Background: an optimization exercise with open tools, aiming at small area and few clock cycles. Do not read the settings as production practice.
The RTL was checked by simulation tests, not by an equivalence proof against the original design.

## rgb_led_blink_breathe_driver
module rgb_led_blink_breathe_driver
(
    input  logic       clk,
    input  logic       rst_n,
    input  logic       cmd_valid,
    output logic       cmd_ready,
    input  logic [1:0] cmd_func,
    input  logic [7:0] cmd_red,
    input  logic [7:0] cmd_green,
    input  logic [7:0] cmd_blue,
    input  logic        cfg_valid,
    output logic        cfg_ready,
    input  logic        cfg_addr,
    input  logic [15:0] cfg_data,
    output logic       led_valid,
    input  logic       led_ready,
    output logic [7:0] led_duty_red,
    output logic [7:0] led_duty_green,
    output logic [7:0] led_duty_blue
);
Size in the first run: roughly 1,400 cells after synthesis, about 110 flip-flops, about 75 I/O pins, roughly 0.013 mm2 of cells after synthesis.
Settings: LEC_CHECK=0, CAP_MARGIN=20, CORE_MARGIN=2, CORE_UTILIZATION=40, SLEW_MARGIN=20; clock period 6.0 ns.
standard.sh (not shown) runs the stock make flow with config.mk's settings and CLKGATE_MAP_FILE= SYNTH_SCRIPT=/design/flow/synth_recipe.tcl, a recipe that flattens the netlist after the stock synthesis.
==> flow/flow/run.sh <==
#!/bin/bash
# Own layout flow: the standard layout (standard.sh's make command, same
# settings and targets), except that the synthesis's final ABC technology
# mapping runs flow/area.abc instead of ORFS's abc_speed/abc_area script.
# Registers, their names and cell types are those of the standard synthesis:
# the change is only in how ABC maps the combinational logic.
set -euo pipefail
WORK=$(pwd)

# Synthesis script: synth_recipe.tcl with Yosys's abc command wrapped so that
# its -script argument names flow/area.abc.
{
  cat <<'TCL'
proc abc {args} {
  set i [lsearch -exact $args -script]
  if { $i >= 0 } {
    set args [lreplace $args [expr {$i + 1}] [expr {$i + 1}] $::env(OWN_ABC_SCRIPT)]
  }
  yosys abc {*}$args
}
TCL
  cat "$WORK/synth_recipe.tcl"
} > "$WORK/own_synth.tcl"
export OWN_ABC_SCRIPT="$WORK/flow/area.abc"

# standard.sh with the synthesis script swapped
sed "s|SYNTH_SCRIPT=[^ ]*|SYNTH_SCRIPT=$WORK/own_synth.tcl|" "$WORK/standard.sh" > "$WORK/own_standard.sh"
grep -q "SYNTH_SCRIPT=$WORK/own_synth.tcl" "$WORK/own_standard.sh"

bash "$WORK/own_standard.sh" finish > "$WORK/orfs_make.log" 2>&1
test -s "$WORK/out/final.def"
==> flow/flow/area.abc <==
strash
ifraig
scorr
dc2
dretime
strash
&get -n
&dch -f
&nf
&put
The baseline finished but fails on negative setup slack.
Testbench counts at the start, summed over its fixed seeds: cycles 20,208.
Change:
==> flow/run.sh (new file) <==
#!/bin/bash
# synth_recipe.tcl (not shown) runs the flow's synth.tcl, then flattens the netlist and writes it again
# the make line also repeats each setting of config.mk as NAME=value (left out here)
make -C /OpenROAD-flow-scripts/flow DESIGN_CONFIG=/design/flow/config.mk WORK_HOME=/design/flow/orfs CLKGATE_MAP_FILE= SYNTH_SCRIPT=/design/flow/synth_recipe.tcl finish
- ABC_AREA: default -> 1
removed: flow/flow/run.sh
removed: flow/flow/area.abc
removed: flow/standard.sh
The changed run finished clean.
Area after synthesis is higher by 8.1%.
First-iteration DRC count came out higher by 9.7%.
Routed wire length came out higher by 8.5%.
Synthesized cell count grows by 26%.
Via count rose by 9.0%.
Setup slack is better by 0.21 ns.
Global-route usage hardly moves.
Change:
==> flow/flow/run.sh (new file) <==
#!/bin/bash
set -euo pipefail
WORK=$(pwd)
bash "$WORK/standard.sh" "BUFFER_PORTS_ARGS=-buffer_cell sky130_fd_sc_hd__buf_1" finish > "$WORK/orfs_make.log" 2>&1
test -s "$WORK/out/final.def"
==> flow/standard.sh (new file) <==
#!/bin/bash
# synth_recipe.tcl (not shown) runs the flow's synth.tcl, then flattens the netlist and writes it again
# the make line also repeats each setting of config.mk as NAME=value (left out here)
make -C /OpenROAD-flow-scripts/flow DESIGN_CONFIG=/design/flow/config.mk WORK_HOME=/design/flow/orfs CLKGATE_MAP_FILE= SYNTH_SCRIPT=/design/flow/synth_recipe.tcl "${@:-finish}"
removed: flow/run.sh
What happened: Global-route usage is about the same. Core utilization falls by 2.2 points. Wire length barely changes. Design area falls by a few percent. Die area stays the same. Synthesized cell count does not change. Non-clock buffer count falls by 6.

-- port drivers added, routing unchanged --
Ports are ideal in the flow. The routed layouts listed here were re-timed in OpenROAD. Step 1 (the two cells are an assumption about what drives the block):
set clk [get_ports {clk}]
set_driving_cell -lib_cell sky130_fd_sc_hd__clkbuf_16 $clk
set_driving_cell -lib_cell sky130_fd_sc_hd__buf_2 [delete_from_list [all_inputs] $clk]
Step 2 times the ports against the registers' clock, not the clock port: input delays grow and output delays shrink by t, the midpoint of the rising clock arrivals with the driver on. Three values: no drivers, after step 1, after step 2; two values: the first two.
run | shift t [ns] | setup slack, ns | worst setup path after step 2 | clock arrival spread, ns | slew at the worst register clock pin (ns)
the first run | 0.418 | -0.085 / -0.085 / -0.085 | register to register | 0.016 / 0.016 | 0.09 / 0.09
the second run | 0.434 | 0.121 / 0.121 / 0.121 | register to register | 0.016 / 0.017 | 0.10 / 0.10
the third run | 0.428 | 0.062 / 0.062 / 0.062 | register to register | 0.022 / 0.022 | 0.10 / 0.10
